What follows belongs to an exercise in optimizing a design on an open flow for small area, a short achievable clock period and few clock cycles; a production flow would make more cautious choices. RTL that was checked went through simulation tests only; none was proved equivalent to the original. No activity file was given, so power comes from the tool's default toggle rates.

==> inputs of 12-18 <==
// nnAccelerator
module nnAccelerator (
	input  logic                 CLOCK1_50,
	input  logic                 resetHidden,
	input  logic                 busWrite,
	input  logic [2:0]           busSel,
	input  logic [1:0]           busNeuron,
	input  logic [8-1:0]   busAddr,
	input  logic [32-1:0]  busWriteData,
	output logic [32-1:0]  busReadData
);
make LEC_CHECK=0 ABC_CLOCK_PERIOD_IN_PS=3500 CAP_MARGIN=20 CORE_MARGIN=2 CORE_UTILIZATION=40 SETUP_SLACK_MARGIN=5 SLEW_MARGIN=20 finish   # period 10.0 ns
run.sh (not shown) runs the stock make flow with config.mk's settings and CLKGATE_MAP_FILE= SYNTH_SCRIPT=/design/flow/synth_recipe.tcl, a recipe that flattens the netlist after the stock synthesis.
==> 06-05 (differences from 12-18) <==
--- a/flow/design.v
+++ b/flow/design.v
@@ -979,10 +979,27 @@
 		assign itemDig[3*j] = xExt[2*j+1] ^ xExt[2*j];
 		assign itemDig[3*j+1] = (xExt[2*j+2] && !xExt[2*j+1] && !xExt[2*j]) ||
 			(!xExt[2*j+2] && xExt[2*j+1] && xExt[2*j]);
 		assign itemDig[3*j+2] = xExt[2*j+2];
 	end
+	logic [15:0] selW1;
+	logic [3:0] selW2;
+	logic [3:0][15:0] itemW;
+	always_comb begin
+		for (int k = 0; k < 16; k++)
+			selW1[k] = !itemLay && itemIdx == 4'(k);
+		for (int k = 0; k < 4; k++)
+			selW2[k] = itemLay && itemIdx[1:0] == 2'(k);
+		for (int n = 0; n < 4; n++) begin
+			itemW[n] = '0;
+			for (int k = 0; k < 16; k++)
+				itemW[n] = itemW[n] | ({16{selW1[k]}} & w1Mem[n*16 + k]);
+			if (n < 3)
+				for (int k = 0; k < 4; k++)
+					itemW[n] = itemW[n] | ({16{selW2[k]}} & w2Mem[n*4 + k]);
+		end
+	end
 	logic r0V;
 	logic r0Lay;
 	logic r0First;
 	logic [23:0] r0Dig;
 	logic [3:0][15:0] r0W;
@@ -992,85 +1009,92 @@
 		else
 			r0V <= itemV;
 		r0Lay <= itemLay;
 		r0First <= itemFirst;
 		r0Dig <= itemDig;
-		for (int n = 0; n < 4; n++) begin
-			if (n < 3)
-				r0W[n] <= itemLay ? w2Mem[n*4 + int'(itemIdx[1:0])] : w1Mem[n*16 + int'(itemIdx)];
-			else
-				r0W[n] <= w1Mem[n*16 + int'(itemIdx)];
-		end
+		r0W <= itemW;
 	end
 	logic [3:0][31:0] prodS;
 	logic [3:0][31:0] prodC;
 	for (genvar n = 0; n < 4; n++) begin : gLane
 		macArray lane (.dig(r0Dig), .w(r0W[n]), .ps(prodS[n]), .pc(prodC[n]));
 	end
 	logic r1V;
 	logic r1Lay;
-	logic r1First;
 	logic [3:0][31:0] r1S;
 	logic [3:0][31:0] r1C;
+	logic [3:0][31:0] r1Base;
+	logic [3:0][31:0] accH;
+	logic [2:0][31:0] accO;
+	logic [3:0][31:0] laneSum;
+	logic addH;
+	logic addO;
+	logic fwdH;
+	logic fwdO;
+	assign addH = !r0First && !r0Lay;
+	assign addO = !r0First && r0Lay;
+	assign fwdH = addH && r1V && !r1Lay;
+	assign fwdO = addO && r1V && r1Lay;
 	always_ff @(posedge CLOCK1_50) begin
 		if (resetHidden)
 			r1V <= 1'b0;
 		else
 			r1V <= r0V;
 		r1Lay <= r0Lay;
-		r1First <= r0First;
 		r1S <= prodS;
 		r1C <= prodC;
+		for (int n = 0; n < 4; n++) begin
+			if (fwdH || fwdO)
+				r1Base[n] <= laneSum[n];
+			else if (n < 3)
+				r1Base[n] <= ({32{addH}} & accH[n]) | ({32{addO}} & accO[n]);
+			else
+				r1Base[n] <= {32{addH}} & accH[n];
+		end
 	end
-	logic [3:0][31:0] accH;
-	logic [2:0][31:0] accO;
-	logic [3:0][31:0] laneSum;
-	logic [3:0][31:0] nextH;
-	logic [2:0][31:0] nextO;
 	for (genvar n = 0; n < 4; n++) begin : gSum
-		logic [31:0] base;
 		logic [31:0] s3;
 		logic [31:0] c3;
-		if (n < 3) begin : gShared
-			assign base = r1First ? 32'd0 : (r1Lay ? accO[n] : accH[n]);
-			assign nextO[n] = (r1V && r1Lay) ? laneSum[n] : accO[n];
-		end else begin : gHiddenOnly
-			assign base = r1First ? 32'd0 : accH[n];
-		end
-		assign s3 = base ^ r1S[n] ^ r1C[n];
-		assign c3 = (base & r1S[n]) | (base & r1C[n]) | (r1S[n] & r1C[n]);
+		assign s3 = r1Base[n] ^ r1S[n] ^ r1C[n];
+		assign c3 = (r1Base[n] & r1S[n]) | (r1Base[n] & r1C[n]) | (r1S[n] & r1C[n]);
 		assign laneSum[n] = s3 + {c3[30:0], 1'b0};
-		assign nextH[n] = (r1V && !r1Lay) ? laneSum[n] : accH[n];
 	end
 	always_ff @(posedge CLOCK1_50) begin
 		for (int n = 0; n < 4; n++)
 			if (r1V && !r1Lay)
 				accH[n] <= laneSum[n];
 		for (int n = 0; n < 3; n++)
 			if (r1V && r1Lay)
 				accO[n] <= laneSum[n];
 	end
+	logic [31:0] rdEarly;
 	logic [31:0] rd;
-	always_comb begin
-		rd = 32'd0;
-		case (busSel)
-			3'd0:
-				if (inRange16)
-					rd = {{16{xMem[busAddr[3:0]][15]}}, xMem[busAddr[3:0]]};
-			3'd2:
-				if (inRange4)
-					rd = {{16{hMem[busAddr[1:0]][15]}}, hMem[busAddr[1:0]]};
-			3'd4:
-				if (inRange4 && doneH)
-					rd = nextH[busAddr[1:0]];
-			3'd5:
-				if (busAddr < 8'd3 && doneO)
-					rd = nextO[busAddr[1:0]];
-			3'd6:
-				rd = {30'd0, doneO, doneH};
-			default: ;
-		endcase
-	end
+	logic readSum;
+	logic qX;
+	logic qH;
+	logic qY1;
+	logic qY2;
+	logic qSt;
+	logic [15:0] xRd;
+	logic [15:0] hRd;
+	logic [31:0] y1Rd;
+	logic [31:0] y2Rd;
+	assign qX = busSel == 3'd0 && inRange16;
+	assign qH = busSel == 3'd2 && inRange4;
+	assign qY1 = busSel == 3'd4 && inRange4 && doneH;
+	assign qY2 = busSel == 3'd5 && busAddr < 8'd3 && doneO;
+	assign qSt = busSel == 3'd6;
+	assign xRd = xMem[busAddr[3:0]];
+	assign hRd = hMem[busAddr[1:0]];
+	assign y1Rd = accH[busAddr[1:0]];
+	assign y2Rd = busAddr[1] ? accO[2] : accO[busAddr[0]];
+	assign rdEarly = ({32{qX}} & {{16{xRd[15]}}, xRd}) |
+		({32{qH}} & {{16{hRd[15]}}, hRd}) |
+		({32{qY1}} & y1Rd) |
+		({32{qY2}} & y2Rd) |
+		{30'd0, qSt && doneO, qSt && doneH};
+	assign readSum = r1V && (r1Lay ? qY2 : qY1);
+	assign rd = readSum ? laneSum[busAddr[1:0]] : rdEarly;
 	always_ff @(posedge CLOCK1_50)
 		busReadData <= rd;
 endmodule
 `default_nettype wire
==> flow/flow/run.sh (new file) <==
#!/bin/bash
# Standard layout, with timing repair aiming below the clock period by
# SETUP_SLACK_MARGIN (the clock period and constraints are unchanged).
set -euo pipefail
bash standard.sh SETUP_SLACK_MARGIN=6.0 finish > make_finish.log 2>&1
==> flow/standard.sh (new file) <==
#!/bin/bash
# synth_recipe.tcl (not shown) runs the flow's synth.tcl, then flattens the netlist and writes it again
# the make line also repeats each setting of config.mk as NAME=value (left out here)
make -C /OpenROAD-flow-scripts/flow DESIGN_CONFIG=/design/flow/config.mk WORK_HOME=/design/flow/orfs CLKGATE_MAP_FILE= SYNTH_SCRIPT=/design/flow/synth_recipe.tcl "${@:-finish}"
- ABC_CLOCK_PERIOD_IN_PS: 3500 -> default
- CORE_UTILIZATION: 40 -> 60
- SETUP_SLACK_MARGIN: 5 -> default
removed: flow/run.sh
==> 01-12 (differences from 12-18) <==
--- a/flow/design.v
+++ b/flow/design.v
@@ -979,10 +979,27 @@
 		assign itemDig[3*j] = xExt[2*j+1] ^ xExt[2*j];
 		assign itemDig[3*j+1] = (xExt[2*j+2] && !xExt[2*j+1] && !xExt[2*j]) ||
 			(!xExt[2*j+2] && xExt[2*j+1] && xExt[2*j]);
 		assign itemDig[3*j+2] = xExt[2*j+2];
 	end
+	logic [15:0] selW1;
+	logic [3:0] selW2;
+	logic [3:0][15:0] itemW;
+	always_comb begin
+		for (int k = 0; k < 16; k++)
+			selW1[k] = !itemLay && itemIdx == 4'(k);
+		for (int k = 0; k < 4; k++)
+			selW2[k] = itemLay && itemIdx[1:0] == 2'(k);
+		for (int n = 0; n < 4; n++) begin
+			itemW[n] = '0;
+			for (int k = 0; k < 16; k++)
+				itemW[n] = itemW[n] | ({16{selW1[k]}} & w1Mem[n*16 + k]);
+			if (n < 3)
+				for (int k = 0; k < 4; k++)
+					itemW[n] = itemW[n] | ({16{selW2[k]}} & w2Mem[n*4 + k]);
+		end
+	end
 	logic r0V;
 	logic r0Lay;
 	logic r0First;
 	logic [23:0] r0Dig;
 	logic [3:0][15:0] r0W;
@@ -992,85 +1009,84 @@
 		else
 			r0V <= itemV;
 		r0Lay <= itemLay;
 		r0First <= itemFirst;
 		r0Dig <= itemDig;
-		for (int n = 0; n < 4; n++) begin
-			if (n < 3)
-				r0W[n] <= itemLay ? w2Mem[n*4 + int'(itemIdx[1:0])] : w1Mem[n*16 + int'(itemIdx)];
-			else
-				r0W[n] <= w1Mem[n*16 + int'(itemIdx)];
-		end
+		r0W <= itemW;
 	end
 	logic [3:0][31:0] prodS;
 	logic [3:0][31:0] prodC;
 	for (genvar n = 0; n < 4; n++) begin : gLane
 		macArray lane (.dig(r0Dig), .w(r0W[n]), .ps(prodS[n]), .pc(prodC[n]));
 	end
 	logic r1V;
 	logic r1Lay;
-	logic r1First;
+	logic r1AddH;
+	logic r1AddO;
 	logic [3:0][31:0] r1S;
 	logic [3:0][31:0] r1C;
 	always_ff @(posedge CLOCK1_50) begin
 		if (resetHidden)
 			r1V <= 1'b0;
 		else
 			r1V <= r0V;
 		r1Lay <= r0Lay;
-		r1First <= r0First;
+		r1AddH <= !r0First && !r0Lay;
+		r1AddO <= !r0First && r0Lay;
 		r1S <= prodS;
 		r1C <= prodC;
 	end
 	logic [3:0][31:0] accH;
 	logic [2:0][31:0] accO;
 	logic [3:0][31:0] laneSum;
-	logic [3:0][31:0] nextH;
-	logic [2:0][31:0] nextO;
 	for (genvar n = 0; n < 4; n++) begin : gSum
 		logic [31:0] base;
 		logic [31:0] s3;
 		logic [31:0] c3;
 		if (n < 3) begin : gShared
-			assign base = r1First ? 32'd0 : (r1Lay ? accO[n] : accH[n]);
-			assign nextO[n] = (r1V && r1Lay) ? laneSum[n] : accO[n];
+			assign base = ({32{r1AddH}} & accH[n]) | ({32{r1AddO}} & accO[n]);
 		end else begin : gHiddenOnly
-			assign base = r1First ? 32'd0 : accH[n];
+			assign base = {32{r1AddH}} & accH[n];
 		end
 		assign s3 = base ^ r1S[n] ^ r1C[n];
 		assign c3 = (base & r1S[n]) | (base & r1C[n]) | (r1S[n] & r1C[n]);
 		assign laneSum[n] = s3 + {c3[30:0], 1'b0};
-		assign nextH[n] = (r1V && !r1Lay) ? laneSum[n] : accH[n];
 	end
 	always_ff @(posedge CLOCK1_50) begin
 		for (int n = 0; n < 4; n++)
 			if (r1V && !r1Lay)
 				accH[n] <= laneSum[n];
 		for (int n = 0; n < 3; n++)
 			if (r1V && r1Lay)
 				accO[n] <= laneSum[n];
 	end
+	logic [31:0] rdEarly;
 	logic [31:0] rd;
+	logic readSum;
 	always_comb begin
-		rd = 32'd0;
+		rdEarly = 32'd0;
 		case (busSel)
 			3'd0:
 				if (inRange16)
-					rd = {{16{xMem[busAddr[3:0]][15]}}, xMem[busAddr[3:0]]};
+					rdEarly = {{16{xMem[busAddr[3:0]][15]}}, xMem[busAddr[3:0]]};
 			3'd2:
 				if (inRange4)
-					rd = {{16{hMem[busAddr[1:0]][15]}}, hMem[busAddr[1:0]]};
+					rdEarly = {{16{hMem[busAddr[1:0]][15]}}, hMem[busAddr[1:0]]};
 			3'd4:
 				if (inRange4 && doneH)
-					rd = nextH[busAddr[1:0]];
+					rdEarly = accH[busAddr[1:0]];
 			3'd5:
 				if (busAddr < 8'd3 && doneO)
-					rd = nextO[busAddr[1:0]];
+					rdEarly = accO[busAddr[1:0]];
 			3'd6:
-				rd = {30'd0, doneO, doneH};
+				rdEarly = {30'd0, doneO, doneH};
 			default: ;
 		endcase
 	end
+	assign readSum = r1V && (r1Lay ?
+		busSel == 3'd5 && busAddr < 8'd3 && doneO :
+		busSel == 3'd4 && inRange4 && doneH);
+	assign rd = readSum ? laneSum[busAddr[1:0]] : rdEarly;
 	always_ff @(posedge CLOCK1_50)
 		busReadData <= rd;
 endmodule
 `default_nettype wire
- ABC_CLOCK_PERIOD_IN_PS: 3500 -> default
==> notes <==
Cell count: 12-18 is higher than 06-05 (16%). Sequential share of layout area, lowest first: 12-18, 01-12, 06-05. First-iteration DRC count, lowest first: 06-05, 12-18, 01-12. In 12-18 the global-route usage is higher than in 01-12, by 0.087 points. The lowest clock-buffer cell count belongs to 12-18, the highest to 06-05. Via count: 01-12 < 06-05 < 12-18. The highest worst hold slack belongs to 01-12, the lowest to 12-18. Of 01-12 and 12-18, 12-18 has the higher critical path depth (gap 2). The lowest combinational power belongs to 12-18, the highest to 06-05. Non-clock buffer count, highest first: 06-05, 12-18, 01-12. The highest sequential cell count belongs to 06-05, the lowest to 12-18.
Testbench counts of 12-18, summed over its fixed seeds: cycles 1,856.
Testbench counts of 06-05, summed over its fixed seeds: cycles 1,856.
The RTL of 01-12 was laid out without a check of its function.

[afterwards: timing with drivers on the ports]
The flow's constraints put no driver on any port. The routed layouts listed below were extracted and timed again, unchanged, in two steps.
Step 1 (the two cells are an assumption about what drives the block):
set clk [get_ports {CLOCK1_50}]
set_driving_cell -lib_cell sky130_fd_sc_hd__clkbuf_16 $clk
set_driving_cell -lib_cell sky130_fd_sc_hd__buf_2 [delete_from_list [all_inputs] $clk]
Step 2 times the ports against the registers' clock, not the clock port: input delays grow and output delays shrink by t, the midpoint of the rising clock arrivals with the driver on.
a / b / c = ideal / step 1 / step 2; a / b = the first two.
run	t (ns)	setup WS [ns]	latest minus earliest clock arrival (ns)	worst register clock-pin slew, ns
12-18	0.970	4.937 / 4.982 / 4.012	0.126 / 0.125	0.07 / 0.07
06-05	0.954	5.925 / 5.925 / 5.101	0.105 / 0.105	0.07 / 0.07
01-12	0.972	4.858 / 4.836 / 3.864	0.101 / 0.101	0.07 / 0.07
After both steps setup and hold are still met in every run listed. The setup slack of 01-12, which loses most, moves by -0.022 ns with the drivers and by -0.994 ns with both steps.
